Background: an optimization exercise with open tools, aiming at a short achievable clock period, few clock cycles per item and low power. Do not read the settings as production practice. At most, simulation tests tie the RTL to the original design; equivalence was not proved. Only the layout flow was run in runs 2 to 5; the RTL was not checked for function there. Power is estimated from default activity; no workload was simulated.

==> flow/design.v <==
package mipsPkg;
	typedef logic [31:0] wordT;
endpackage
`timescale 1ns/100ps
module cpuTop (
	input  logic        clk,
	input  logic        rst,
	output logic [31:0] pc,
	output logic        instReqValid,
	input  logic        instReqReady,
	input  logic [31:0] instruction,
	input  logic        instValid,
	output logic        instReady,
	output logic [31:0] memReqAddr,
	output logic [31:0] memReqWdata,
	output logic [3:0]  memReqStrb,
	output logic        memReqWrite,
	output logic        memReqValid,
	input  logic        memReqReady,
	input  logic [31:0] readData,
	input  logic        readValid,
	output logic        readReady,
	output logic        retireWen,
	output logic [4:0]  retireWaddr,
	output logic [31:0] retireWdata,
	output logic [31:0] retirePc,
	output logic        retireValid
);
	logic [31:0] pcF;        
	logic        fv;         
	logic        redirPend;  
	logic [2:0]  outst;      
	logic [2:0]  disc;       
	logic [31:0] respPc;     
	logic        irdy;       
	logic [31:0] ra;         
	assign pc           = pcF;
	assign instReqValid = fv;
	assign instReady    = irdy;
	assign readReady    = 1'b1;
	logic        xRedir;
	logic [31:0] xTgt;
	logic acc, take, dropping, keep;
	assign acc      = fv & instReqReady;
	assign take     = instValid & irdy;
	assign dropping = (disc != 3'd0);
	assign keep     = take & ~dropping & ~xRedir;
	logic [31:0] iw;
	logic [5:0]  iop;
	logic        iIsJ, iIsBr, iIsJr31, iPred;
	logic [31:0] respPc4;
	logic [30:0] brSum;
	logic [31:0] iTgt;
	assign iw      = instruction;
	assign iop     = iw[31:26];
	assign iIsJ    = (iop[5:1] == 5'b00001);
	assign iIsBr   = (iop[5:2] == 4'b0001) | ((iop == 6'b000001) & (iw[20:17] == 4'b0000));
	assign iIsJr31 = (iop == 6'b000000) & (iw[5:0] == 6'b001000) & (iw[25:21] == 5'd31);
	assign iPred   = iIsJ | (iIsBr & iw[15]) | iIsJr31;
	assign respPc4 = respPc + 32'd4;
	assign brSum   = {respPc[31:2], 1'b1} + {{14{iw[15]}}, iw[15:0], 1'b1};
	assign iTgt    = iIsJ  ? {respPc4[31:28], iw[25:0], 2'b00}
	               : iIsBr ? {brSum[30:1], respPc[1:0]}
	               :         ra;
	logic iRedir;
	assign iRedir = keep & iPred;
	logic [2:0] outstN;
	assign outstN = outst + {2'b00, acc} - {2'b00, take};
	always_ff @(posedge clk) begin
		if (rst) begin
			pcF       <= 32'h0;
			fv        <= 1'b1;
			redirPend <= 1'b0;
			outst     <= 3'd0;
			disc      <= 3'd0;
			respPc    <= 32'h0;
		end else begin
			outst <= outstN;
			if (xRedir | iRedir) begin
				disc   <= outstN;
				respPc <= xRedir ? xTgt : iTgt;
				if (fv & ~instReqReady) begin
					redirPend <= 1'b1;
				end else begin
					pcF       <= xRedir ? xTgt : iTgt;
					fv        <= (outstN < 3'd2);
					redirPend <= 1'b0;
				end
			end else begin
				disc <= disc - {2'b00, take & dropping} + {2'b00, acc & redirPend};
				if (keep) respPc <= respPc4;
				if (acc) begin
					pcF       <= redirPend ? respPc : pcF + 32'd4;
					redirPend <= 1'b0;
				end
				if (acc | ~fv) fv <= (outstN < 3'd2);
			end
		end
	end
	logic        vD, skidV;
	logic [31:0] ir, pcD, skidI, skidPc;
	logic        predD, skidPred;
	logic        dAdv;
	logic        dFree;
	assign dFree = ~vD | dAdv;
	always_ff @(posedge clk) begin
		if (rst) begin
			vD    <= 1'b0;
			skidV <= 1'b0;
			irdy  <= 1'b1;
		end else if (xRedir) begin
			vD    <= 1'b0;
			skidV <= 1'b0;
			irdy  <= 1'b1;
		end else begin
			if (dFree) begin
				vD    <= skidV | keep;
				skidV <= 1'b0;
				irdy  <= 1'b1;
			end else if (keep) begin
				skidV <= 1'b1;
				irdy  <= 1'b0;
			end
		end
	end
	always_ff @(posedge clk) begin
		if (dFree) begin
			if (skidV) begin
				ir    <= skidI;
				pcD   <= skidPc;
				predD <= skidPred;
			end else begin
				ir    <= iw;
				pcD   <= respPc;
				predD <= iPred;
			end
		end
		if (~skidV) begin
			skidI    <= iw;
			skidPc   <= respPc;
			skidPred <= iPred;
		end
	end
	logic [5:0] op, fn;
	logic [4:0] rsA, rtA, rdA;
	assign op  = ir[31:26];
	assign fn  = ir[5:0];
	assign rsA = ir[25:21];
	assign rtA = ir[20:16];
	assign rdA = ir[15:11];
	logic       dKnown, dWen, dUseImm, dIsLd, dIsSt, dIsBr, dIsJr, dUns;
	logic       dUsesRs, dUsesRt, dIsLui, dIsLink, dVarSh;
	logic [4:0] dRd;
	logic [2:0] dAluOp;    
	logic [1:0] dShOp;     
	logic [1:0] dResSel;
	logic [2:0] dBrKind;   
	logic [1:0] dSize;     
	logic [1:0] dImmKind;  
	always_comb begin
		dKnown   = 1'b1;
		dWen     = 1'b0;
		dUseImm  = 1'b0;
		dIsLd    = 1'b0;
		dIsSt    = 1'b0;
		dIsBr    = 1'b0;
		dIsJr    = 1'b0;
		dUns     = 1'b0;
		dUsesRs  = 1'b0;
		dUsesRt  = 1'b0;
		dIsLui   = 1'b0;
		dIsLink  = 1'b0;
		dVarSh   = 1'b0;
		dRd      = 5'd0;
		dAluOp   = 3'd0;
		dShOp    = fn[1:0];
		dResSel  = 2'd0;
		dBrKind  = 3'd0;
		dSize    = op[1] ? 2'd2 : (op[0] ? 2'd1 : 2'd0);
		dImmKind = 2'd0;
		case (op)
			6'b000000: begin
				dWen    = 1'b1;
				dRd     = rdA;
				dUsesRs = 1'b1;
				dUsesRt = 1'b1;
				case (fn)
					6'b000000, 6'b000010, 6'b000011: begin
						dResSel = 2'd1;
						dUsesRs = 1'b0;
					end
					6'b000100, 6'b000110, 6'b000111: begin
						dResSel = 2'd1;
						dVarSh  = 1'b1;
					end
					6'b001000: begin
						dIsJr   = 1'b1;
						dWen    = 1'b0;
						dRd     = 5'd0;
						dUsesRt = 1'b0;
					end
					6'b001001: begin
						dIsJr   = 1'b1;
						dIsLink = 1'b1;
						dResSel = 2'd2;
						dUsesRt = 1'b0;
					end
					6'b100000, 6'b100001: dAluOp = 3'd0;
					6'b100010, 6'b100011: dAluOp = 3'd1;
					6'b100100: dAluOp = 3'd2;
					6'b100101: dAluOp = 3'd3;
					6'b100110: dAluOp = 3'd4;
					6'b100111: dAluOp = 3'd5;
					6'b101010: dAluOp = 3'd6;
					6'b101011: dAluOp = 3'd7;
					default: dKnown = 1'b0;
				endcase
			end
			6'b000001: begin
				dKnown  = (rtA[4:1] == 4'b0000);
				dIsBr   = 1'b1;
				dUsesRs = 1'b1;
				dBrKind = rtA[0] ? 3'd5 : 3'd4;
			end
			6'b000010: ;
			6'b000011: begin
				dWen    = 1'b1;
				dRd     = 5'd31;
				dIsLink = 1'b1;
				dResSel = 2'd2;
			end
			6'b000100, 6'b000101, 6'b000110, 6'b000111: begin
				dIsBr   = 1'b1;
				dUsesRs = 1'b1;
				dUsesRt = ~op[1];
				dBrKind = {1'b0, op[1:0]};
			end
			6'b001001, 6'b001010, 6'b001011, 6'b001100, 6'b001101, 6'b001110: begin
				dWen     = 1'b1;
				dRd      = rtA;
				dUseImm  = 1'b1;
				dUsesRs  = 1'b1;
				dImmKind = {1'b0, op[2]};
				case (op[2:0])
					3'b010: dAluOp = 3'd6;
					3'b011: dAluOp = 3'd7;
					3'b100: dAluOp = 3'd2;
					3'b101: dAluOp = 3'd3;
					3'b110: dAluOp = 3'd4;
					default: dAluOp = 3'd0;
				endcase
			end
			6'b001111: begin
				dWen    = 1'b1;
				dRd     = rtA;
				dIsLui  = 1'b1;
				dResSel = 2'd2;
			end
			6'b100000, 6'b100001, 6'b100011, 6'b100100, 6'b100101: begin
				dWen    = 1'b1;
				dRd     = rtA;
				dUseImm = 1'b1;
				dUsesRs = 1'b1;
				dIsLd   = 1'b1;
				dUns    = op[2];
			end
			6'b101000, 6'b101001, 6'b101011: begin
				dUseImm = 1'b1;
				dUsesRs = 1'b1;
				dUsesRt = 1'b1;
				dIsSt   = 1'b1;
			end
			default: dKnown = 1'b0;
		endcase
		if (!dKnown || ir == 32'h0) begin
			dWen    = 1'b0;
			dRd     = 5'd0;
			dIsLd   = 1'b0;
			dIsSt   = 1'b0;
			dIsBr   = 1'b0;
			dIsJr   = 1'b0;
			dIsLink = 1'b0;
			dUsesRs = 1'b0;
			dUsesRt = 1'b0;
			dResSel = 2'd0;
		end
	end
	logic [31:0] rf [1:31];
	logic [31:0] rfRs, rfRt;
	assign rfRs = (rsA == 5'd0) ? 32'h0 : rf[rsA];
	assign rfRt = (rtA == 5'd0) ? 32'h0 : rf[rtA];
	logic        vX, xDone;
	logic [31:0] xA, xB, xAux, pcX;
	logic        xWen, xIsLd, xIsSt, xIsBr, xIsJr, xIsLink, xUns, xPred;
	logic [4:0]  xRd, xShamt;
	logic [2:0]  xAluOp, xBrKind;
	logic [1:0]  xShOp, xResSel, xSize;
	logic [31:0] xRes;
	logic        vM, mv, ldWait;
	logic [31:0] resM, wdM, pcM;
	logic [3:0]  strbM;
	logic        mWen, mIsLd, mIsSt, mUns;
	logic [4:0]  mRd;
	logic [1:0]  mSize;
	logic [7:0]  ldByte;
	logic [15:0] ldHalf;
	logic [31:0] ldVal;
	assign ldByte = readData[{resM[1:0], 3'b000} +: 8];
	assign ldHalf = resM[1] ? readData[31:16] : readData[15:0];
	always_comb begin
		case (mSize)
			2'd0: ldVal = {{24{ldByte[7] & ~mUns}}, ldByte};
			2'd1: ldVal = {{16{ldHalf[15] & ~mUns}}, ldHalf};
			default: ldVal = readData;
		endcase
	end
	logic mDone, mAdv, xAdv, xFree;
	assign mDone = vM & (mIsLd ? (ldWait & readValid) : mIsSt ? memReqReady : 1'b1);
	assign mAdv  = ~vM | mDone;
	assign xAdv  = mAdv;
	assign xFree = ~vX | xAdv;
	logic [31:0] wbData;
	assign wbData = mIsLd ? ldVal : resM;
	logic [31:0] fwdRs, fwdRt;
	logic        xHitRs, xHitRt, mHitRs, mHitRt;
	assign xHitRs = vX & xWen & (xRd == rsA) & (rsA != 5'd0);
	assign xHitRt = vX & xWen & (xRd == rtA) & (rtA != 5'd0);
	assign mHitRs = vM & mWen & (mRd == rsA) & (rsA != 5'd0);
	assign mHitRt = vM & mWen & (mRd == rtA) & (rtA != 5'd0);
	assign fwdRs  = xHitRs ? xRes : mHitRs ? wbData : rfRs;
	assign fwdRt  = xHitRt ? xRes : mHitRt ? wbData : rfRt;
	logic hazard;
	assign hazard = (vX & xIsLd & ((xHitRs & dUsesRs) | (xHitRt & dUsesRt)))
	              | (mIsLd & ~mDone & ((mHitRs & dUsesRs) | (mHitRt & dUsesRt)));
	assign dAdv   = vD & xFree & ~hazard;
	logic [31:0] dImm, dB, dAux, dPcSum;
	logic [29:0] dPcAdd;
	assign dImm   = dImmKind[0] ? {16'h0, ir[15:0]} : {{16{ir[15]}}, ir[15:0]};
	assign dB     = dUseImm ? dImm : fwdRt;
	assign dPcAdd = pcD[31:2] + (dIsBr ? {{14{ir[15]}}, ir[15:0]} : 30'd1) + 30'd1;
	assign dPcSum = {dPcAdd, pcD[1:0]};
	assign dAux   = dIsSt ? fwdRt : dIsLui ? {ir[15:0], 16'h0} : dPcSum;
	always_ff @(posedge clk) begin
		if (rst) begin
			vX    <= 1'b0;
			xDone <= 1'b0;
		end else begin
			if (xRedir) begin
				vX    <= xFree ? 1'b0 : vX;
				xDone <= ~xFree;
			end else if (xFree) begin
				vX    <= dAdv;
				xDone <= 1'b0;
			end
		end
	end
	always_ff @(posedge clk) begin
		if (xFree) begin
			xA      <= fwdRs;
			xB      <= dB;
			xAux    <= dAux;
			pcX     <= pcD;
			xWen    <= dWen;
			xRd     <= dRd;
			xIsLd   <= dIsLd;
			xIsSt   <= dIsSt;
			xIsBr   <= dIsBr;
			xIsJr   <= dIsJr;
			xIsLink <= dIsLink;
			xUns    <= dUns;
			xPred   <= predD;
			xAluOp  <= dAluOp;
			xBrKind <= dBrKind;
			xShOp   <= dShOp;
			xResSel <= dResSel;
			xSize   <= dSize;
			xShamt  <= dVarSh ? fwdRs[4:0] : ir[10:6];
		end
	end
	logic        sub;
	logic [32:0] sum;
	logic [31:0] aluRes, shRes;
	logic        lt, ltu, eq;
	assign sub = (xAluOp != 3'd0);
	assign sum = {1'b0, xA} + {1'b0, xB ^ {32{sub}}} + {32'h0, sub};
	assign ltu = ~sum[32];
	assign lt  = (xA[31] ^ xB[31]) ? xA[31] : sum[31];
	assign eq  = (xA == xB);
	always_comb begin
		case (xAluOp)
			3'd2: aluRes = xA & xB;
			3'd3: aluRes = xA | xB;
			3'd4: aluRes = xA ^ xB;
			3'd5: aluRes = ~(xA | xB);
			3'd6: aluRes = {31'h0, lt};
			3'd7: aluRes = {31'h0, ltu};
			default: aluRes = sum[31:0];
		endcase
	end
	logic [31:0] shIn, shOut;
	logic        shLeft;
	assign shLeft = ~xShOp[1];
	always_comb begin
		for (int i = 0; i < 32; i++) shIn[i] = shLeft ? xB[31 - i] : xB[i];
	end
	assign shOut = $signed({xShOp[0] & xB[31], shIn}) >>> xShamt;
	always_comb begin
		for (int i = 0; i < 32; i++) shRes[i] = shLeft ? shOut[31 - i] : shOut[i];
	end
	assign xRes = (xResSel == 2'd1) ? shRes : (xResSel == 2'd2) ? xAux : aluRes;
	logic cond;
	always_comb begin
		case (xBrKind)
			3'd0: cond = eq;
			3'd1: cond = ~eq;
			3'd2: cond = xA[31] | (xA == 32'h0);
			3'd3: cond = ~xA[31] & (xA != 32'h0);
			3'd4: cond = xA[31];
			default: cond = ~xA[31];
		endcase
	end
	logic [31:0] pcNext, pcX4;
	logic        xMis;
	assign pcNext = vD ? pcD : respPc;
	assign pcX4   = pcX + 32'd4;
	assign xMis   = (xIsBr & (cond ^ xPred)) | (xIsJr & (xA != pcNext));
	assign xRedir = vX & xMis & ~xDone;
	assign xTgt   = xIsJr ? xA : cond ? xAux : pcX4;
	always_ff @(posedge clk) begin
		if (rst) begin
			ra <= 32'h0;
		end else if (vX & xIsLink & ~xDone) begin
			ra <= xAux;
		end
	end
	logic [3:0] xStrb;
	logic [31:0] xWd;
	always_comb begin
		case (xSize)
			2'd0: begin
				xStrb = 4'b0001 << sum[1:0];
				xWd   = {4{xAux[7:0]}};
			end
			2'd1: begin
				xStrb = sum[1] ? 4'b1100 : 4'b0011;
				xWd   = {2{xAux[15:0]}};
			end
			default: begin
				xStrb = 4'b1111;
				xWd   = xAux;
			end
		endcase
	end
	always_ff @(posedge clk) begin
		if (rst) begin
			vM     <= 1'b0;
			mv     <= 1'b0;
			ldWait <= 1'b0;
		end else if (mAdv) begin
			vM     <= vX;
			mv     <= vX & (xIsLd | xIsSt);
			ldWait <= 1'b0;
		end else if (mv & memReqReady) begin
			mv     <= 1'b0;
			ldWait <= mIsLd;
		end
	end
	always_ff @(posedge clk) begin
		if (mAdv) begin
			resM  <= xRes;
			wdM   <= xWd;
			strbM <= xIsSt ? xStrb : 4'b0000;
			pcM   <= pcX;
			mWen  <= xWen;
			mRd   <= xRd;
			mIsLd <= xIsLd;
			mIsSt <= xIsSt;
			mUns  <= xUns;
			mSize <= xSize;
		end
	end
	assign memReqAddr  = {resM[31:2], 2'b00};
	assign memReqWdata = wdM;
	assign memReqStrb  = strbM;
	assign memReqWrite = mIsSt;
	assign memReqValid = mv;
	always_ff @(posedge clk) begin
		if (mDone & mWen & (mRd != 5'd0)) begin
			rf[mRd] <= wbData;
		end
	end
	logic        rv, rWen;
	logic [4:0]  rWaddr;
	logic [31:0] rWdata, rPc;
	always_ff @(posedge clk) begin
		if (rst) begin
			rv <= 1'b0;
		end else begin
			rv <= mDone;
		end
		rPc    <= pcM;
		rWen   <= mWen;
		rWaddr <= mWen ? mRd : 5'd0;
		rWdata <= mWen ? wbData : 32'h0;
	end
	assign retireValid = rv;
	assign retireWen   = rWen;
	assign retireWaddr = rWaddr;
	assign retireWdata = rWdata;
	assign retirePc    = rPc;
endmodule
==> flow/run.sh <==
#!/bin/bash
# synth_recipe.tcl (not shown) runs the flow's synth.tcl, then flattens the netlist and writes it again
# the make line also repeats each setting of config.mk as NAME=value (left out here)
make -C /OpenROAD-flow-scripts/flow DESIGN_CONFIG=/design/flow/config.mk WORK_HOME=/design/flow/orfs CLKGATE_MAP_FILE= SYNTH_SCRIPT=/design/flow/synth_recipe.tcl finish
==> flow/config.mk <==
export PLATFORM = sky130hd
export DESIGN_NAME = cpuTop
export DESIGN_NICKNAME = cpuTop
export VERILOG_FILES = /design/flow/design.v
export SDC_FILE = /design/flow/constraint.sdc
export NUM_CORES = 4
export LEC_CHECK = 0
export CAP_MARGIN = 20
export CORE_MARGIN = 2
export CORE_UTILIZATION = 40
export SLEW_MARGIN = 20
==> flow/constraint.sdc <==
create_clock -name core_clock -period 11.0 [get_ports {clk}]
set_input_delay 2.2000 -clock core_clock [delete_from_list [all_inputs] [get_ports {clk}]]
set_output_delay 2.2000 -clock core_clock [all_outputs]
set_load 0.01 [all_outputs]
==> results.sh, run 1 <==
export IMPL_clock_skew_ps=115
export IMPL_arrival_ps=7380
export IMPL_clk_pin_slew_ps=60
export IMPL_p_leak_nw=32.8
export IMPL_finalCritPeriodShare=0.621
export IMPL_power_frac_seq=0.439
export IMPL_io_pins=246
export IMPL_ys_ff_latch=1584
export IMPL_clk_insertion_delay_late_ps=870
export IMPL_htreeDepth=4
export IMPL_numCtsBuffers=173
export IMPL_cts_root_buf="clkbuf_16"
export IMPL_peakVddDrop_mv=0.191
export IMPL_synth_cell_type_count=99
export IMPL_grt_max_degree=124
export IMPL_dieArea_mm2=0.216
export IMPL_syn_inst=6343
export IMPL_drt_iter0_markers=9024
export IMPL_worstSetupStartpointType="flip-flop"
export IMPL_clockBufferDepth=3
export IMPL_drc_errors=0
export IMPL_gp_congestion=1.03
export IMPL_place_hpwl_um=223000
export IMPL_cts_resized=0
export IMPL_final_util=0.460
export IMPL_yosysWarnings=1
export IMPL_syn_cell_area_mm2=0.0847
export IMPL_syn_avg_cell_area_um2=13.4
export IMPL_power_internal_mw=12.0
export IMPL_core_area_mm2=0.210
export IMPL_cp_required_ps=11550
export IMPL_switching_share=0.320
export IMPL_vias=62000
export IMPL_power_density_mw_per_mm2=182
export IMPL_cts_sinks=1584
export IMPL_layout_common_cells="1326 x edfxtp_1, 614 x mux4_2, 409 x a21oi_1, 408 x nand2_1, 357 x nor2_1"
export IMPL_max_cap_violations=0
export IMPL_relSlewSlack=0.0581
export IMPL_drive_gt1_frac=0.199
export IMPL_synth_main_ff_cell="edfxtp_1"
export IMPL_total_power_mw=17.6
export IMPL_start_util=0.404
export IMPL_grt_pass1_wl_um=461000
export IMPL_combPwrFrac=0.222
export IMPL_rsz0062_at_grt="false"
export IMPL_post_cts_setup_buffers=0
export IMPL_ctsHoldBuffers=0
export IMPL_ys_seq_area_frac=0.531
export IMPL_synthArstFlopShare=0
export IMPL_hold_viol=0
export IMPL_end_kind="flip-flop"
export IMPL_viasPerCell=6.57
export IMPL_antenna_found_initial=21
export IMPL_wl_per_cell_um=35.3
export IMPL_slew_viol_final=0
export IMPL_setup_viol=0
export IMPL_min_period_ps=6830
export IMPL_finalSetupTns_ps=0
export IMPL_port_buffers=242
export IMPL_fin_nets=6700
export IMPL_tightest_slew_ps=1410
export IMPL_p_sw_mw=5.63
export IMPL_cts_tree="built"
export IMPL_path_class="reg -> reg"
export IMPL_die_y_um=464
export IMPL_die_width_um=464
export IMPL_synth_edff_count=1326
export IMPL_ant_nets=0
export IMPL_grt_pass1_vias=58600
export IMPL_syn_to_final_growth_pct=14.1
export IMPL_clockPowerShare=0.339
export IMPL_final_common_cell="edfxtp_1"
export IMPL_hold_class="reg -> reg"
export IMPL_grt_overflow=0
export IMPL_critPathMaxFanout=56
export IMPL_firstDrtPassIters=8
export IMPL_track_usage=0.301
export IMPL_status="no timing/DRC/antenna violations"
export IMPL_rows=168
export IMPL_max_freq_mhz=146
export IMPL_wirelength_um=333000
==> final timing paths <==
kind         cells past startpoint  slack [ps]       from       to
max                             15        4170  xAluOp[0]   xB[24]
min                              0         340    pcM[25]  rPc[25]
max reg2reg                     15        4170  xAluOp[0]   xB[24]
min reg2reg                      0         340    pcM[25]  rPc[25]
==> cell usage after synthesis, types with 42 or more instances <==
| cell | n | area share |
|---|---|---|
| mux2i_1 | 220 | 0.026 |
| o211ai_1 | 60 | 0.0053 |
| nor3_1 | 88 | 0.0052 |
| edfxtp_1 | 1326 | 0.47 |
| a211oi_1 | 152 | 0.013 |
| nand3_1 | 94 | 0.0056 |
| buf_2 | 73 | 0.0043 |
| o21ai_1 | 66 | 0.0039 |
| and2_1 | 70 | 0.0052 |
| xor2_1 | 53 | 0.0055 |
| and3_1 | 48 | 0.0035 |
| nor4_1 | 45 | 0.0033 |
| nor2_1 | 388 | 0.017 |
| dfxtp_1 | 258 | 0.061 |
| buf_1 | 55 | 0.0024 |
| ha_1 | 160 | 0.024 |
| a31oi_1 | 56 | 0.0041 |
| a21oi_1 | 418 | 0.025 |
| mux2_2 | 113 | 0.015 |
| nand2_1 | 409 | 0.018 |
| o21ai_0 | 225 | 0.013 |
| mux4_2 | 614 | 0.16 |
| xnor2_1 | 137 | 0.014 |
| a21o_1 | 58 | 0.0051 |
| nand4_1 | 42 | 0.0031 |
| clkbuf_1 | 320 | 0.014 |
| inv_1 | 158 | 0.0070 |
| o21a_1 | 45 | 0.0040 |
==> power by group through the flow <==
stage | combinational, mW | clock, mW | sequential (mW)
detailed placement | 3.72 | 0 | 7.82
global placement | 3.69 | 0 | 7.82
finish | 3.90 | 5.96 | 7.71
global route | 4.05 | 6.24 | 7.71
CTS | 3.73 | 6.02 | 7.70
floorplan | 2.09 | 0 | 7.61
==> per-layer routing <==
metal / share of wire / up-vias / routed length (um) / global-route usage
met2: 0.46 / 3850 / 154000 / 0.475
met5: 0.00021 / - / 69 / 0
li1: - / 25400 / - / -
met1: 0.37 / 31900 / 125000 / 0.389
met4: 0.067 / 12 / 22400 / 0.171
met3: 0.096 / 843 / 32100 / 0.0601
==> cell type report <==
type / instances / area (um^2)
flip-flops and latches: 1584 / 45000
well taps: 2805 / 3510
repair buffers: 435 / 4020
clock inverters: 104 / 1170
clock buffers: 220 / 4660
multi-input cells: 4108 / 37600
diodes: 14 / 35.0
fillers: 18400 / 113000
inverters: 163 / 612
==> logic make-up after synthesis <==
kind of cell | synth area share
AO/OA/AOI/OAI | 0.109
XOR/XNOR | 0.0198
adder cells (fa/ha/maj) | 0.0248
buffers and inverters | 0.0318
flip-flops | 0.531
multiplexers | 0.208
other | 0.0000886
AND/OR/NAND/NOR | 0.0749
==> state kept, by name (all words and copies together), names as in the netlist, 32 cells and up, named ones only <==
register  count
rPc          32
ra           32
pcD          32
skidPc       32
rWdata       32
xAux         32
xB           32
wdM          32
resM         32
ir           32
skidI        32
respPc       32
pcX          32
pcM          32
pcF          32
xA           32
rf          992
==> per-stage QoR <==
step,instance area [um^2],hold slack (ps),cells,worst slack [ps]
finish,96700,341,9433,4170
global route,96600,345,9421,4040
CTS,96500,341,9415,4430
detailed placement,90700,327,9091,4470
global placement,90600,329,9086,4380
floorplan,84800,323,6344,1340
==> critical path, cell delays in order, from the launching register on <==
cell,delay [ps]
edfxtp_1,360
buf_4,340
or3_2,800
buf_4,390
mux2_2,340
fa_1,450
a21oi_1,250
o21ai_0,260
a2111oi_0,960
nor4b_1,160
buf_4,220
o21a_1,170
o211ai_1,390
o2111ai_1,560
o21ai_1,610
o21ai_0,190
Testbench counts, summed over its fixed seeds: cycles 40,322, instructions 28,386.
==> run 2: changes to the inputs <==
--- a/flow/design.v
+++ b/flow/design.v
@@ -4,2 +4,53 @@
 `timescale 1ns/100ps
+module pfxAdd #(
+	parameter int W = 32
+) (
+	input  logic [W-1:0] a,
+	input  logic [W-1:0] b,
+	input  logic         cin,
+	output logic [W-1:0] s,
+	output logic         cout
+);
+	localparam int L = $clog2(W);
+	logic [W-1:0] p0;
+	logic [W-1:0] g [L+1];
+	logic [W-1:0] p [L+1];
+	assign p0   = a ^ b;
+	assign g[0] = (a & b) | {{(W-1){1'b0}}, p0[0] & cin};
+	assign p[0] = p0;
+	for (genvar l = 0; l < L; l++) begin : lvl
+		for (genvar i = 0; i < W; i++) begin : bit_
+			if (i >= (1 << l)) begin : op
+				assign g[l+1][i] = g[l][i] | (p[l][i] & g[l][i - (1 << l)]);
+				assign p[l+1][i] = p[l][i] & p[l][i - (1 << l)];
+			end else begin : pass
+				assign g[l+1][i] = g[l][i];
+				assign p[l+1][i] = p[l][i];
+			end
+		end
+	end
+	assign s    = p0 ^ {g[L][W-2:0], cin};
+	assign cout = g[L][W-1];
+endmodule
+module pfxInc #(
+	parameter int W = 30
+) (
+	input  logic [W-1:0] a,
+	output logic [W-1:0] s
+);
+	localparam int L = $clog2(W);
+	logic [W-1:0] c [L+1];
+	assign c[0] = a;
+	for (genvar l = 0; l < L; l++) begin : lvl
+		for (genvar i = 0; i < W; i++) begin : bit_
+			if (i >= (1 << l)) begin : op
+				assign c[l+1][i] = c[l][i] & c[l][i - (1 << l)];
+			end else begin : pass
+				assign c[l+1][i] = c[l][i];
+			end
+		end
+	end
+	assign s = a ^ {c[L][W-2:0], 1'b1};
+endmodule
+`timescale 1ns/100ps
 module cpuTop (
@@ -51,3 +102,2 @@
 	logic [31:0] respPc4;
-	logic [30:0] brSum;
 	logic [31:0] iTgt;
@@ -58,7 +108,23 @@
 	assign iIsJr31 = (iop == 6'b000000) & (iw[5:0] == 6'b001000) & (iw[25:21] == 5'd31);
-	assign iPred   = iIsJ | (iIsBr & iw[15]) | iIsJr31;
-	assign respPc4 = respPc + 32'd4;
-	assign brSum   = {respPc[31:2], 1'b1} + {{14{iw[15]}}, iw[15:0], 1'b1};
+	logic iBrGuess, iRsEqRt, iRsZero;
+	assign iRsEqRt = (iw[25:21] == iw[20:16]);
+	assign iRsZero = (iw[25:21] == 5'd0);
+	always_comb begin
+		case (iop[2:0])
+			3'b100: iBrGuess = iRsEqRt;           
+			3'b101: iBrGuess = ~iRsEqRt;          
+			3'b110: iBrGuess = iRsZero;           
+			3'b001: iBrGuess = iw[16];            
+			default: iBrGuess = 1'b0;             
+		endcase
+	end
+	assign iPred   = iIsJ | (iIsBr & (iw[15] | iBrGuess) & (iw[15:0] != 16'h0)) | iIsJr31;
+	logic [29:0] respInc, brAdd;
+	pfxInc #(.W(30)) incResp (.a(respPc[31:2]), .s(respInc));
+	assign respPc4 = {respInc, respPc[1:0]};
+	pfxAdd #(.W(30)) addBr (
+		.a(respPc[31:2]), .b({{14{iw[15]}}, iw[15:0]}), .cin(1'b1), .s(brAdd), .cout()
+	);
 	assign iTgt    = iIsJ  ? {respPc4[31:28], iw[25:0], 2'b00}
-	               : iIsBr ? {brSum[30:1], respPc[1:0]}
+	               : iIsBr ? {brAdd, respPc[1:0]}
 	               :         ra;
@@ -66,2 +132,4 @@
 	assign iRedir = keep & iPred;
+	logic [29:0] pcFInc;
+	pfxInc #(.W(30)) incF (.a(pcF[31:2]), .s(pcFInc));
 	logic [2:0] outstN;
@@ -92,3 +160,3 @@
 				if (acc) begin
-					pcF       <= redirPend ? respPc : pcF + 32'd4;
+					pcF       <= redirPend ? respPc : {pcFInc, pcF[1:0]};
 					redirPend <= 1'b0;
@@ -293,6 +361,7 @@
 	logic [31:0] xA, xB, xAux, pcX;
-	logic        xWen, xIsLd, xIsSt, xIsBr, xIsJr, xIsLink, xUns, xPred;
+	logic        xWen, xIsLd, xIsSt, xIsBr, xIsJr, xIsLink, xUns, xPred, xOff0;
 	logic [4:0]  xRd, xShamt;
-	logic [2:0]  xAluOp, xBrKind;
-	logic [1:0]  xShOp, xResSel, xSize;
+	logic [2:0]  xBrKind;
+	logic [1:0]  xShOp, xSize, xLop;
+	logic        xSub, xSelAdd, xSelLog, xSelSlt, xSelSltu, xSelSh, xSelAux;
 	logic [31:0] xRes;
@@ -339,3 +408,5 @@
 	assign dB     = dUseImm ? dImm : fwdRt;
-	assign dPcAdd = pcD[31:2] + (dIsBr ? {{14{ir[15]}}, ir[15:0]} : 30'd1) + 30'd1;
+	pfxAdd #(.W(30)) addPcD (
+		.a(pcD[31:2]), .b(dIsBr ? {{14{ir[15]}}, ir[15:0]} : 30'd1), .cin(1'b1), .s(dPcAdd), .cout()
+	);
 	assign dPcSum = {dPcAdd, pcD[1:0]};
@@ -371,6 +442,13 @@
 			xPred   <= predD;
-			xAluOp  <= dAluOp;
+			xOff0   <= (ir[15:0] == 16'h0);
 			xBrKind <= dBrKind;
 			xShOp   <= dShOp;
-			xResSel <= dResSel;
+			xSub     <= (dAluOp != 3'd0);
+			xLop     <= dAluOp[1:0];
+			xSelAdd  <= (dResSel == 2'd0) & (dAluOp[2:1] == 2'b00);
+			xSelLog  <= (dResSel == 2'd0) & ((dAluOp == 3'd2) | (dAluOp == 3'd3) | (dAluOp == 3'd4) | (dAluOp == 3'd5));
+			xSelSlt  <= (dResSel == 2'd0) & (dAluOp == 3'd6);
+			xSelSltu <= (dResSel == 2'd0) & (dAluOp == 3'd7);
+			xSelSh   <= (dResSel == 2'd1);
+			xSelAux  <= (dResSel == 2'd2);
 			xSize   <= dSize;
@@ -379,9 +457,6 @@
 	end
-	logic        sub;
-	logic [32:0] sum;
-	logic [31:0] aluRes, shRes;
-	logic        lt, ltu, eq;
-	assign sub = (xAluOp != 3'd0);
-	assign sum = {1'b0, xA} + {1'b0, xB ^ {32{sub}}} + {32'h0, sub};
-	assign ltu = ~sum[32];
+	logic [31:0] sum, logRes, shRes;
+	logic        cout, lt, ltu, eq;
+	pfxAdd #(.W(32)) addX (.a(xA), .b(xB ^ {32{xSub}}), .cin(xSub), .s(sum), .cout(cout));
+	assign ltu = ~cout;
 	assign lt  = (xA[31] ^ xB[31]) ? xA[31] : sum[31];
@@ -389,10 +464,7 @@
 	always_comb begin
-		case (xAluOp)
-			3'd2: aluRes = xA & xB;
-			3'd3: aluRes = xA | xB;
-			3'd4: aluRes = xA ^ xB;
-			3'd5: aluRes = ~(xA | xB);
-			3'd6: aluRes = {31'h0, lt};
-			3'd7: aluRes = {31'h0, ltu};
-			default: aluRes = sum[31:0];
+		case (xLop)
+			2'b10: logRes = xA & xB;       
+			2'b11: logRes = xA | xB;       
+			2'b00: logRes = xA ^ xB;       
+			default: logRes = ~(xA | xB);  
 		endcase
@@ -409,3 +481,7 @@
 	end
-	assign xRes = (xResSel == 2'd1) ? shRes : (xResSel == 2'd2) ? xAux : aluRes;
+	assign xRes = ({32{xSelAdd}} & sum)
+	            | ({32{xSelLog}} & logRes)
+	            | {31'h0, (xSelSlt & lt) | (xSelSltu & ltu)}
+	            | ({32{xSelSh}} & shRes)
+	            | ({32{xSelAux}} & xAux);
 	logic cond;
@@ -424,4 +500,6 @@
 	assign pcNext = vD ? pcD : respPc;
-	assign pcX4   = pcX + 32'd4;
-	assign xMis   = (xIsBr & (cond ^ xPred)) | (xIsJr & (xA != pcNext));
+	logic [29:0] pcXInc;
+	pfxInc #(.W(30)) incX (.a(pcX[31:2]), .s(pcXInc));
+	assign pcX4   = {pcXInc, pcX[1:0]};
+	assign xMis   = (xIsBr & ((cond & ~xOff0) ^ xPred)) | (xIsJr & (xA != pcNext));
 	assign xRedir = vX & xMis & ~xDone;
==> run 2 against run 1 <==
  * Clock power shrank 3%
  * Fmax grew 5.7%
  * Final cell count down 1.2%
  * Critical path type unchanged
  * Highest routed layer unchanged
==> results.sh, run 2 <==
export IMPL_final_common_cell="edfxtp_1"
export IMPL_worstHoldStart="pcM[13]"
export IMPL_synth_top_family_by_area="multiplexers"
export IMPL_syn_avg_cell_area_um2=13.5
export IMPL_seqCellArea_mm2=0.0452
export IMPL_ys_ff_latch=1589
export IMPL_grt_overflow=0
export IMPL_dieArea_mm2=0.214
export IMPL_crit_start="ir[31]"
export IMPL_setup_viol=0
export IMPL_port_buffers=242
export IMPL_syn_to_final_growth_pct=13.8
export IMPL_synthArstFlopShare=0
export IMPL_muxShareOfSynthArea=0.210
export IMPL_end_kind="flip-flop"
export IMPL_final_util=0.457
export IMPL_ant_nets=0
export IMPL_top_register="rf"
export IMPL_start_util=0.401
export IMPL_ys_seq_area_frac=0.538
export IMPL_cts_root_buf="clkbuf_16"
export IMPL_rows=168
export IMPL_status="no timing/DRC/antenna violations"
export IMPL_fin_ws_ps=4540
export IMPL_clock_skew_ps=85.8
export IMPL_drc_errors=0
export IMPL_relSlewSlack=0.258
export IMPL_antenna_found_initial=17
export IMPL_rsz0062_at_grt="false"
export IMPL_wirelength_um=303000
export IMPL_path_class="reg -> reg"
export IMPL_max_freq_mhz=155
export IMPL_synth_area_leaders="edfxtp_1 48%, mux4_2 16%, dfxtp_1 6.2%"
export IMPL_yosysWarnings=9
export IMPL_largest_reg_flops=992
export IMPL_nFillCells=18500
export IMPL_yosysTopAreaCell="edfxtp_1"
export IMPL_drive_gt1_frac=0.198
export IMPL_slew_viol_final=0
export IMPL_grt_pass1_wl_um=424000
export IMPL_yosys_area_share_simple=0.0720
export IMPL_post_cts_setup_buffers=0
export IMPL_hold_class="reg -> reg"
export IMPL_clockBufferDepth=3
export IMPL_drt_iter0_markers=8181
export IMPL_viasPerCell=6.35
export IMPL_worstSetupStartpointType="flip-flop"
export IMPL_finalCritPeriodShare=0.587
export IMPL_tightest_slew_ps=1080
export IMPL_power_density_mw_per_mm2=179
export IMPL_synth_cell_type_count=97
export IMPL_syn_cell_area_mm2=0.0839
export IMPL_cts_tree="built"
export IMPL_pre_cts_ws_ps=4350
export IMPL_numCtsBuffers=172
export IMPL_die_width_um=462
export IMPL_gp_congestion=0.969
export IMPL_arrival_ps=7000
export IMPL_p_leak_nw=32.9
export IMPL_multi_input_area_mm2=0.0366
export IMPL_synth_fa_ha_area_frac=0.0250
export IMPL_grt_pass1_vias=56200
export IMPL_cts_sinks=1589
export IMPL_fin_nets=6600
export IMPL_synth_compound_area_frac=0.0985
export IMPL_die_y_um=462
export IMPL_synthXorXnorAreaFrac=0.0249
export IMPL_cts_resized=0
export IMPL_core_area_mm2=0.209
export IMPL_grt_max_degree=115
export IMPL_cp_required_ps=11540
export IMPL_htreeDepth=4
export IMPL_max_cap_violations=0
export IMPL_track_usage=0.279
export IMPL_clk_pin_slew_ps=60
export IMPL_min_period_ps=6460
export IMPL_synth_edff_count=1331
export IMPL_peakVddDrop_mv=0.176
export IMPL_clk_insertion_delay_late_ps=860
export IMPL_synthTopCellsByCount="1331 x edfxtp_1, 606 x mux4_2, 410 x nor2_1"
export IMPL_r2r_start="ir[31]"
export IMPL_io_pins=246
export IMPL_hold_viol=0
export IMPL_critPathMaxFanout=16
export IMPL_vias=59200
export IMPL_synthMostInstantiatedCell="edfxtp_1"
export IMPL_yosysTopAreaCellShare=0.476
export IMPL_wl_per_cell_um=32.5
export IMPL_firstDrtPassIters=7
export IMPL_synth_main_ff_cell="edfxtp_1"
export IMPL_total_power_mw=17.1
export IMPL_layout_common_cells="1331 x edfxtp_1, 606 x mux4_2, 400 x nand2_1, 393 x a21oi_1, 373 x nor2_1"
export IMPL_place_hpwl_um=202000
export IMPL_ctsHoldBuffers=0
export IMPL_syn_inst=6219
export IMPL_finalSetupTns_ps=0
## run 2: cell types whose count changed in the layout (fill, tap and decap cells not counted), sizes merged, moves of 23 or more
cell / before / now
o21ai: 291 / 315
xnor2: 137 / 103
nor2: 389 / 413
mux2i: 220 / 263
o211ai: 62 / 39
xor2: 54 / 136
## run 2: power by group
part / internal, mW / leakage, nW / switching (mW)
clock: 3.25 / 2.74 / 2.54
combinational: 1.27 / 15.2 / 2.37
sequential: 7.32 / 15.0 / 0.397
total: 11.8 / 32.9 / 5.31
## run 2: final cells by class
type | instances | share of cell area
flip-flops and latches | 1589 | 0.473
repair buffers | 436 | 0.0416
diodes | 6 | 0.000157
multi-input cells | 4002 | 0.383
clock inverters | 94 | 0.0109
clock buffers | 227 | 0.0483
well taps | 2805 | 0.0367
inverters | 164 | 0.00644
## run 2: critical path, stage by stage (launching register included)
cell and delay [ps]:
edfxtp_1 540, or3_1 630, or4_1 610, nor2_1 170, o211ai_1 110, a22o_2 390, nor3_4 550, nand2_4 120
inv_1 430, ha_1 420, nand2_1 160, nor2_1 70, and4_1 230, and3_1 180, a211oi_1 280, a21boi_1 160
o21a_1 190, o21a_1 170, or4_1 490, a32o_1 250
## run 2: final timing paths
kind	end	slack, ps	depth (start not counted)
setup / recovery	xAux[31]	4540	19
hold / removal	rPc[13]	340	0
setup reg to reg	xAux[31]	4540	19
hold reg to reg	rPc[13]	340	0
## run 2: logic make-up (layout without fill, tap and decap cells)
group,Yosys count,after routing
flip-flops,1589,1589
buffers and inverters,629,921
other,2,9
adder cells (fa/ha/maj),165,165
AND/OR/NAND/NOR,1302,1302
multiplexers,991,991
AO/OA/AOI/OAI,1302,1302
XOR/XNOR,239,239
## run 2: metrics by stage
stage	hold WS [ps]	cells	instance area [um^2]
2_1_floorplan	323	6220	83900
3_3_place_gp	327	8992	89800
3_5_place_dp	327	8992	89800
4_1_cts	341	9313	95400
5_1_grt	349	9318	95500
6_report	340	9323	95500
## run 2: metal layers
metal	share of wire	global-route usage	vias up
met1	0.38	0.365	30400
li1	-	-	24800
met4	0.059	0.145	14
met2	0.47	0.442	3363
met3	0.094	0.0534	702
met5	0.00033	0	-
==> run 3: changes to the inputs <==
--- a/flow/config.mk
+++ b/flow/config.mk
@@ -10,2 +10,3 @@
 export CORE_UTILIZATION = 40
+export SETUP_SLACK_MARGIN = 5
 export SLEW_MARGIN = 20
==> run 3 against run 2 <==
  * Still clean
  * Global-route usage grew 0.71 points
  * Via count grew 0.58%
  * Count of clock-buffer cells in the layout shrank 12
  * Die area is the same
  * Core utilization grew 0.11 points
  * Non-clock buffer count shrank 5
  * Highest routed layer unchanged
==> results.sh, run 3 <==
export IMPL_status="no timing/DRC/antenna violations"
export IMPL_synth_edff_count=1331
export IMPL_antenna_found_initial=20
export IMPL_rows=168
export IMPL_top_register="rf"
export IMPL_arrival_ps=6500
export IMPL_nFillCells=18300
export IMPL_power_density_mw_per_mm2=181
export IMPL_io_pins=246
export IMPL_hold_viol=0
export IMPL_cp_required_ps=11770
export IMPL_layout_common_cells="1331 x edfxtp_1, 606 x mux4_2, 399 x nand2_1, 392 x a21oi_1, 372 x nor2_1"
export IMPL_ys_ff_latch=1589
export IMPL_track_usage=0.286
export IMPL_ys_seq_area_frac=0.538
export IMPL_use_met2=0.458
export IMPL_final_util=0.458
export IMPL_cts_root_buf="clkbuf_16"
export IMPL_drc_errors=0
export IMPL_cts_tree="built"
export IMPL_tightest_slew_ps=1120
export IMPL_ant_nets=0
export IMPL_critical_path_most_common_cell="buf_4"
export IMPL_grt_util_met3=0.0506
export IMPL_drt_iter0_markers=7528
export IMPL_path_class="reg -> reg"
export IMPL_syn_cell_area_mm2=0.0839
export IMPL_die_width_um=462
export IMPL_clk_pin_slew_ps=60
export IMPL_rsz0062_at_grt="false"
export IMPL_critPathSlowestCell="edfxtp_1"
export IMPL_place_hpwl_um=205000
export IMPL_drive_gt1_frac=0.203
export IMPL_largest_reg_flops=992
export IMPL_core_area_mm2=0.209
export IMPL_r2r_start="xA[7]"
export IMPL_synth_area_leaders="edfxtp_1 48%, mux4_2 16%, dfxtp_1 6.2%"
export IMPL_port_buffers=242
export IMPL_htreeDepth=4
export IMPL_fin_nets=6595
export IMPL_peakVddDrop_mv=0.171
export IMPL_min_period_ps=5730
export IMPL_max_cap_violations=0
export IMPL_crit_buf_inv=3
export IMPL_final_common_cell="edfxtp_1"
export IMPL_total_power_mw=17.3
export IMPL_synth_cell_type_count=97
export IMPL_crit_start="xA[7]"
export IMPL_synthArstFlopShare=0
export IMPL_worstSetupStartpointType="flip-flop"
export IMPL_max_freq_mhz=175
export IMPL_p_leak_nw=32.9
export IMPL_start_util=0.401
export IMPL_hold_class="reg -> reg"
export IMPL_end_kind="flip-flop"
export IMPL_relSlewSlack=0.252
export IMPL_setup_viol=0
export IMPL_syn_inst=6219
export IMPL_clock_skew_ps=105
export IMPL_numCtsBuffers=171
export IMPL_synthTopCellsByCount="1331 x edfxtp_1, 606 x mux4_2, 410 x nor2_1"
export IMPL_viasPerCell=6.39
export IMPL_grt_pass1_vias=57000
export IMPL_crit_chain="inv_1, ha_1, nor4_1, nand4_1, or2_1, a221o_1, o211ai_1, a41oi_4, buf_4, nor2_4, buf_4, o21a_1, a21oi_1, a221oi_1"
export IMPL_syn_avg_cell_area_um2=13.5
export IMPL_synth_main_ff_cell="edfxtp_1"
export IMPL_wl_per_cell_um=33.3
export IMPL_gp_congestion=0.959
export IMPL_critPathMaxFanout=51
export IMPL_clockBufferDepth=3
export IMPL_firstDrtPassIters=9
export IMPL_dieArea_mm2=0.214
export IMPL_crit_path_max_incr_delay_ps=800
export IMPL_yosysTopAreaCellShare=0.476
export IMPL_grt_use_met1=0.376
export IMPL_slew_viol_final=0
export IMPL_dpl_cell_area_mm2=0.0898
export IMPL_synthMostInstantiatedCell="edfxtp_1"
export IMPL_grt_overflow=0
export IMPL_design_area_mm2=0.0958
export IMPL_clk_insertion_delay_late_ps=870
export IMPL_grt_max_degree=119
export IMPL_wirelength_um=310000
export IMPL_yosysWarnings=9
export IMPL_path_delay_family="compound AO/OA/AOI/OAI gates"
export IMPL_die_y_um=462
export IMPL_cts_sinks=1589
export IMPL_yosysTopAreaCell="edfxtp_1"
export IMPL_finalSetupTns_ps=0
export IMPL_finalCritPeriodShare=0.521
export IMPL_vias=59500
export IMPL_worstHoldStart="pcM[2]"
export IMPL_syn_to_final_growth_pct=14.1
export IMPL_grt_busiest_layer="met2"
export IMPL_grt_pass1_wl_um=434000
## run 3: cell counts after synthesis
Identical to the previous run, type by type.
## run 3: report_power, final
group / switching (mW) / total [mW] / leakage (nW) / internal (mW)
clock network: 2.57 / 5.96 / 2.83 / 3.39
logic: 2.36 / 3.59 / 15.2 / 1.23
registers: 0.443 / 7.76 / 15.0 / 7.32
total: 5.37 / 17.3 / 32.9 / 11.9
## run 3: timing repair
action / CTS / global route
hold buffers: 0 / 0
hold endpoints to repair: 0 / 0
cloned: 0 / 1
gates resized for setup: 2 / 4
setup endpoints to repair: 3 / 4
buffers inserted: 0 / 11
## run 3: cell type report
type                            instances  area (um^2)  area share
Antenna cell                            9         22.5    0.000235
Clock buffer                          215         4620      0.0482
Clock inverter                        100         1210      0.0126
Inverter                              164          636     0.00664
Multi-Input combinational cell       4002        36700       0.383
Sequential cell                      1589        45200       0.472
Tap cell                             2805         3510      0.0366
Timing Repair Buffer                  431         3940      0.0411
Timing Repair inverter                  1         5.00   0.0000523
## run 3: logic make-up (layout without fill, tap and decap cells)
group,count (synthesis),after routing,synth area share
AO/OA/AOI/OAI,1302,1302,0.0985
multiplexers,991,991,0.210
other,2,12,0.0000895
XOR/XNOR,239,239,0.0249
buffers and inverters,629,911,0.0313
flip-flops,1589,1589,0.538
adder cells (fa/ha/maj),165,165,0.0250
AND/OR/NAND/NOR,1302,1302,0.0720
## run 3: stage by stage
stage,cells,hold WS [ps],worst slack (ps)
floorplan,6220,323,4990
global placement,8977,329,4710
detailed placement,8979,327,4660
CTS,9294,320,5070
global route,9310,333,5010
finish,9316,321,5270
## run 3: per-layer routing
metal  vias up  routed length [um]
met5         -                  69
met4        10               17300
met3       675               28100
met2      3413              146000
met1     30700              119000
li1      24800                   -
## run 3: worst paths after layout
check / endpoint / slack (ps) / cells past startpoint
max reg2reg: pcF[8] / 5270 / 14
max: pcF[8] / 5270 / 14
min reg2reg: rPc[2] / 320 / 0
min: rPc[2] / 320 / 0
==> run 4: changes to the inputs <==
==> flow/flow/run.sh (new file) <==
#!/bin/bash
set -euo pipefail
bash standard.sh SETUP_SLACK_MARGIN=7 finish > standard_flow.log 2>&1
==> flow/standard.sh (new file) <==
#!/bin/bash
# synth_recipe.tcl (not shown) runs the flow's synth.tcl, then flattens the netlist and writes it again
# the make line also repeats each setting of config.mk as NAME=value (left out here)
make -C /OpenROAD-flow-scripts/flow DESIGN_CONFIG=/design/flow/config.mk WORK_HOME=/design/flow/orfs CLKGATE_MAP_FILE= SYNTH_SCRIPT=/design/flow/synth_recipe.tcl "${@:-finish}"
--- a/flow/config.mk
+++ b/flow/config.mk
@@ -10,3 +10,2 @@
 export CORE_UTILIZATION = 40
-export SETUP_SLACK_MARGIN = 5
 export SLEW_MARGIN = 20
removed: flow/run.sh
==> run 4 against run 3 <==
  * Sequential power shrank 0.9%
  * Synthesized cell count is the same
  * Core utilization grew 3.5 points
  * Die area is the same
  * Routed wire length grew 7.2%
  * Largest cell class unchanged
==> results.sh, run 4 <==
export IMPL_design_area_mm2=0.103
export IMPL_port_buffers=242
export IMPL_power_frac_seq=0.426
export IMPL_fin_nets=6973
export IMPL_clock_skew_ps=74.6
export IMPL_p_leak_nw=36.0
export IMPL_vias=62400
export IMPL_rows=168
export IMPL_max_cap_violations=0
export IMPL_worstSetupStartpointType="flip-flop"
export IMPL_peakVddDrop_mv=0.186
export IMPL_total_power_mw=18.1
export IMPL_synth_area_leaders="edfxtp_1 48%, mux4_2 16%, dfxtp_1 6.2%"
export IMPL_multi_input_area_mm2=0.0402
export IMPL_relSlewSlack=0.181
export IMPL_numCtsBuffers=171
export IMPL_finalSetupTns_ps=0
export IMPL_arrival_ps=5770
export IMPL_rsz0062_at_grt="true"
export IMPL_gp_congestion=0.975
export IMPL_ys_seq_area_frac=0.538
export IMPL_critPathMaxFanout=4
export IMPL_syn_avg_cell_area_um2=13.5
export IMPL_cp_required_ps=11600
export IMPL_drive_gt1_frac=0.313
export IMPL_cts_sinks=1589
export IMPL_drc_errors=0
export IMPL_crit_path_max_incr_delay_ps=530
export IMPL_ys_ff_latch=1589
export IMPL_grt_pass1_wl_um=458000
export IMPL_place_hpwl_um=202000
export IMPL_track_usage=0.304
export IMPL_tightest_slew_ps=1220
export IMPL_whs_ps=341
export IMPL_max_freq_mhz=193
export IMPL_fin_ws_ps=5830
export IMPL_min_path_cells=0
export IMPL_cts_root_buf="clkbuf_16"
export IMPL_htreeDepth=4
export IMPL_reg2reg_depth=22
export IMPL_min_to="rPc[5]"
export IMPL_wirelength_um=333000
export IMPL_yosysTopAreaCell="edfxtp_1"
export IMPL_crit_chain="or3_4, or4_4, nor2_4, o211ai_1, a22o_4, buf_6, buf_6, nor4_4, buf_4, buf_6, fa_2, a211oi_4, o211ai_1, nand3_1, o21ai_2, buf_6, nand4_1, a21boi_2, o21a_1, nand3_1, a31o_4, o221a_2"
export IMPL_final_common_cell="edfxtp_1"
export IMPL_reg2reg_slack_ps=5830
export IMPL_grt_max_degree=128
export IMPL_r2r_start="ir[30]"
export IMPL_grt_pass1_vias=59000
export IMPL_wl_per_cell_um=34.3
export IMPL_nFillCells=17800
export IMPL_power_internal_mw=12.2
export IMPL_clk_pin_slew_ps=60
export IMPL_start_util=0.401
export IMPL_combPwrFrac=0.250
export IMPL_slew_viol_final=0
export IMPL_synthArstFlopShare=0
export IMPL_synth_cell_type_count=97
export IMPL_drt_iter0_markers=9311
export IMPL_cts_tree="built"
export IMPL_top_register="rf"
export IMPL_end_kind="flip-flop"
export IMPL_setup_viol=0
export IMPL_final_util=0.493
export IMPL_dieArea_mm2=0.214
export IMPL_critical_path_most_common_cell="buf_6"
export IMPL_synthTopCellsByCount="1331 x edfxtp_1, 606 x mux4_2, 410 x nor2_1"
export IMPL_clockPowerShare=0.325
export IMPL_syn_inst=6219
export IMPL_ant_nets=0
export IMPL_min_period_ps=5170
export IMPL_layout_common_cells="1331 x edfxtp_1, 606 x mux4_2, 388 x nand2_1, 371 x buf_4, 361 x nor2_1"
export IMPL_worstHoldStart="pcM[5]"
export IMPL_firstDrtPassIters=8
export IMPL_core_area_mm2=0.209
export IMPL_die_y_um=462
export IMPL_clk_insertion_delay_late_ps=850
export IMPL_synth_main_ff_cell="edfxtp_1"
export IMPL_seqCellArea_mm2=0.0452
export IMPL_io_pins=246
export IMPL_finalCritPeriodShare=0.470
export IMPL_yosysWarnings=9
export IMPL_hold_class="reg -> reg"
export IMPL_syn_to_final_growth_pct=22.9
export IMPL_dp_cells=8970
export IMPL_synth_edff_count=1331
export IMPL_syn_cell_area_mm2=0.0839
export IMPL_dpl_cell_area_mm2=0.0906
export IMPL_critPathSlowestCell="or4_4"
export IMPL_power_density_mw_per_mm2=175
export IMPL_p_sw_mw=5.85
export IMPL_status="no timing/DRC/antenna violations"
export IMPL_clockBufferDepth=3
export IMPL_pre_cts_ws_ps=4670
export IMPL_antenna_found_initial=26
export IMPL_hold_viol=0
export IMPL_viasPerCell=6.44
export IMPL_largest_reg_flops=992
export IMPL_synthMostInstantiatedCell="edfxtp_1"
export IMPL_yosysTopAreaCellShare=0.476
export IMPL_switching_share=0.324
export IMPL_path_class="reg -> reg"
export IMPL_fin_cells=9692
export IMPL_die_width_um=462
export IMPL_grt_overflow=0
export IMPL_r2r_end="xAux[30]"
run 4: cell counts after synthesis:
Identical to the previous run, type by type.
run 4: cell type report:
cell class,instances,share of cell area
sequential,1589,0.438
multi-input combinational,4024,0.389
timing repair buffer,787,0.0765
clock buffer,227,0.0456
tap,2805,0.0340
clock inverter,86,0.00935
inverter,164,0.00661
antenna,9,0.000218
timing repair inverter,1,0.0000485
run 4: power groups by stage:
stage | registers (mW) | clock network [mW] | logic (mW)
after detailed placement | 7.87 | 0 | 3.54
after floorplan | 7.62 | 0 | 2.16
final | 7.69 | 5.87 | 4.51
after global placement | 7.87 | 0 | 3.50
after global routing | 7.69 | 6.16 | 4.68
after CTS | 7.68 | 5.92 | 4.11
run 4: worst max-delay path: cells and delay by family (launching register included):
family | cells | cell delay, ps
fa+ha+maj | 1 | 220
buf+inv | 5 | 640
flops | 1 | 390
simple gates | 7 | 1860
compound gates | 9 | 1800
run 4: worst max-delay path by stage:
stage / startpoint / slack, ps / to
finish: ir[30] / 5830 / xAux[30]
global route: ir[30] / 5680 / xAux[30]
CTS: ir[31] / 5890 / xAux[24]
detailed placement: instruction[17] / 4670 / pcF[9]
global placement: instruction[17] / 4670 / pcF[3]
floorplan: memReqReady / 5000 / ir[0]
run 4: kinds of logic after synthesis:
group,count (synthesis),share of synthesized area
other cells,2,0.0000895
buf+inv,629,0.0313
simple gates,1302,0.0720
xor+xnor,239,0.0249
fa+ha+maj,165,0.0250
flops,1589,0.538
mux,991,0.210
compound gates,1302,0.0985
run 4: repair_timing:
action,4_1_cts,5_1_grt
resized for setup,665,280
buffers inserted,253,106
setup endpoints to repair,2277,747
pin swaps,181,168
hold buffers,0,0
gates cloned,35,4
hold endpoints to repair,0,0
run 4: per-layer routing:
layer / GRT usage / vias up / wire length, um
met1: 0.394 / 32100 / 123000
met4: 0.159 / 20 / 21200
met3: 0.0695 / 854 / 35500
met5: 0 / - / 137
met2: 0.477 / 3908 / 153000
li1: - / 25600 / -
==> run 5: changes to the inputs <==
==> flow/flow/run.sh (replaced) <==
#!/bin/bash
set -euo pipefail
bash standard.sh SETUP_SLACK_MARGIN=8 finish > standard_flow.log 2>&1
==> run 5 against run 4 <==
  * The layout now fails its checks (capacitance limit, slew limit)
  * Clock skew up 6.4 ps
  * Global-route usage up 5.1 points
  * Total power up 11%
  * Sequential share of layout area down 5.0 points
  * Fmax up 0.42%
  * Die area unchanged
  * Worst setup slack better by 21 ps
  * Combinational power up 42%
  * Sequential power about the same
  * Critical path type unchanged
  * Critical endpoint is now xAux[24]
  * Largest power group unchanged
==> results.sh, run 5 <==
export IMPL_status="finished with violations"
export IMPL_failed_checks="capacitance limit, slew limit"
export IMPL_p_leak_nw=41.8
export IMPL_critPathMaxFanout=6
export IMPL_grt_pass1_vias=65300
export IMPL_start_util=0.401
export IMPL_arrival_ps=5790
export IMPL_multi_input_area_mm2=0.0428
export IMPL_layout_common_cells="1331 x edfxtp_1, 606 x mux4_2, 430 x buf_4, 375 x nand2_1, 369 x buf_6"
export IMPL_min_period_ps=5150
export IMPL_cts_tree="built"
export IMPL_power_density_mw_per_mm2=172
export IMPL_place_hpwl_um=203000
export IMPL_die_y_um=462
export IMPL_finalCritPeriodShare=0.468
export IMPL_cts_root_buf="clkbuf_16"
export IMPL_r2r_end="xAux[24]"
export IMPL_rsz0062_at_grt="true"
export IMPL_total_power_mw=20.1
export IMPL_seqCellArea_mm2=0.0454
export IMPL_critPathSlowestCell="nor4_1"
export IMPL_ys_seq_area_frac=0.538
export IMPL_r2r_start="ir[30]"
export IMPL_firstDrtPassIters=8
export IMPL_tightest_slew_ps=1590
export IMPL_worstSetupStartpointType="flip-flop"
export IMPL_fin_cells=10400
export IMPL_ys_ff_latch=1589
export IMPL_finalSetupTns_ps=0
export IMPL_io_pins=246
export IMPL_end_kind="flip-flop"
export IMPL_clockBufferDepth=3
export IMPL_syn_inst=6219
export IMPL_synth_edff_count=1331
export IMPL_final_common_cell="edfxtp_1"
export IMPL_max_freq_mhz=194
export IMPL_yosysWarnings=9
export IMPL_clock_skew_ps=81.0
export IMPL_synth_area_leaders="edfxtp_1 48%, mux4_2 16%, dfxtp_1 6.2%"
export IMPL_crit_path_end="xAux[24]"
export IMPL_cp_required_ps=11640
export IMPL_crit_chain="or3_4, or4_4, nor2_4, o211ai_1, a22o_4, buf_4, nor4_1, ha_1, a21oi_1, o221a_2, o21ai_2, a31o_2, o31a_1, a211oi_2, xor2_1, o211ai_1, o21a_1"
export IMPL_track_usage=0.355
export IMPL_slew_viol_final=10
export IMPL_reg2reg_slack_ps=5850
export IMPL_synthArstFlopShare=0
export IMPL_syn_to_final_growth_pct=39.2
export IMPL_drc_errors=0
export IMPL_largest_reg_flops=992
export IMPL_wirelength_um=397000
export IMPL_synthTopCellsByCount="1331 x edfxtp_1, 606 x mux4_2, 410 x nor2_1"
export IMPL_setup_viol=0
export IMPL_yosysTopAreaCell="edfxtp_1"
export IMPL_nFillCells=16000
export IMPL_ctsHoldBuffers=0
export IMPL_syn_cell_area_mm2=0.0839
export IMPL_drive_gt1_frac=0.440
export IMPL_relSlewSlack=-0.0635
export IMPL_crit_start="ir[30]"
export IMPL_port_buffers=242
export IMPL_clk_pin_slew_ps=60
export IMPL_ant_nets=0
export IMPL_peakVddDrop_mv=0.180
export IMPL_gp_congestion=1.00
export IMPL_die_width_um=462
export IMPL_drt_iter0_markers=11800
export IMPL_syn_avg_cell_area_um2=13.5
export IMPL_hold_viol=0
export IMPL_max_cap_violations=2
export IMPL_hold_class="reg -> reg"
export IMPL_vias=70000
export IMPL_viasPerCell=6.75
export IMPL_dp_cells=8964
export IMPL_htreeDepth=4
export IMPL_fin_nets=7632
export IMPL_synth_cell_type_count=97
export IMPL_antenna_found_initial=23
export IMPL_grt_max_degree=80
export IMPL_clk_insertion_delay_late_ps=900
export IMPL_cp_num_cells=17
export IMPL_synth_main_ff_cell="edfxtp_1"
export IMPL_path_class="reg -> reg"
export IMPL_rows=168
export IMPL_dieArea_mm2=0.214
export IMPL_numCtsBuffers=170
export IMPL_crit_buf_inv=1
export IMPL_yosysTopAreaCellShare=0.476
export IMPL_critical_path_most_common_cell="o211ai_1"
export IMPL_path_delay_family="compound AO/OA/AOI/OAI gates"
export IMPL_top_register="rf"
export IMPL_cts_sinks=1589
export IMPL_crit_path_max_incr_delay_ps=650
export IMPL_synthMostInstantiatedCell="edfxtp_1"
export IMPL_core_area_mm2=0.209
export IMPL_grt_pass1_wl_um=527000
export IMPL_grt_overflow=0
export IMPL_wl_per_cell_um=38.3
export IMPL_reg2reg_depth=17
## run 5: cell families after synthesis
logic type,synth area share
and+or+nand+nor,0.0720
adders and majority gates,0.0250
DFF,0.538
other,0.0000895
xor gates and xnor gates,0.0249
AOI/OAI and AO/OA,0.0985
muxes,0.210
buffers and inverters,0.0313
## run 5: repair_timing
action,4_1_cts,5_1_grt
setup endpoints to repair,2757,2533
buffers inserted,646,173
gates cloned,212,30
pin swaps,328,249
gates resized for setup,2485,478
## run 5: area by class of cell
class                           instances  share of cell area
Timing Repair inverter                  9            0.000910
Multi-Input combinational cell       4066               0.366
Inverter                              164             0.00663
Clock inverter                        102              0.0101
Clock buffer                          214              0.0388
Tap cell                             2805              0.0300
Sequential cell                      1589               0.388
Timing Repair Buffer                 1397               0.159
Antenna cell                           19            0.000407
## run 5: metal layers
metal / GRT usage / vias up / routed length [um]
met5: 0 / - / 269
met4: 0.267 / 22 / 38700
met3: 0.121 / 1655 / 56200
met2: 0.531 / 5969 / 173000
met1: 0.426 / 35200 / 130000
li1: - / 27100 / -
## run 5: worst min path at each step
stage / start / end / slack (ps) / cells past startpoint
floorplan: pcM[0] / rPc[0] / 320 / 0
global placement: pcM[28] / rPc[28] / 330 / 0
detailed placement: pcM[5] / rPc[5] / 330 / 0
CTS: pcM[7] / rPc[7] / 340 / 0
global route: pcM[27] / rPc[27] / 350 / 0
finish: pcM[7] / rPc[7] / 340 / 0
## run 5: through the flow
stage	hold WS [ps]	utilization	area [um^2]	setup slack, ps
finish	339	0.559	117000	5850
global route	347	0.558	117000	5740
CTS	340	0.539	113000	6000
detailed placement	327	0.434	90900	4910
global placement	325	0.434	90800	4940
floorplan	323	-	85800	5000
## run 5: power by group
part / internal [mW] / switching [mW] / leakage (nW) / total (mW)
logic: 2.60 / 3.80 / 24.1 / 6.40
clock network: 3.33 / 2.65 / 2.75 / 5.98
registers: 7.31 / 0.366 / 15.0 / 7.68
total: 13.3 / 6.81 / 41.8 / 20.1

static timing again, ports no longer ideal:
How much do the figures lean on ideal ports? The routed layouts below were timed once more, with nothing changed but the port constraints.
Step 1 (the two cells are an assumption about what drives the block):
set clk [get_ports {clk}]
set_driving_cell -lib_cell sky130_fd_sc_hd__clkbuf_16 $clk
set_driving_cell -lib_cell sky130_fd_sc_hd__buf_2 [delete_from_list [all_inputs] $clk]
Step 2 times the ports against the registers' clock, not the clock port: input delays grow and output delays shrink by t, the midpoint of the rising clock arrivals with the driver on.
Three values: no drivers, after step 1, after step 2; two values: the first two.
| run | t (ns) | setup WS [ns] | cell pins on the clock port's net |
|---|---|---|---|
| run 1 | 0.896 | 4.166 / 4.166 / 4.166 | 1 |
| run 2 | 0.900 | 4.538 / 4.538 / 4.207 | 1 |
| run 3 | 0.910 | 5.270 / 5.270 / 4.492 | 1 |
| run 4 | 0.907 | 5.828 / 5.828 / 5.828 | 1 |
| run 5 | 0.945 | 5.850 / 5.850 / 5.850 | 1 |
The setup slack of run 3, which loses most, moves by 0.000 ns with the drivers and by -0.778 ns with both steps.
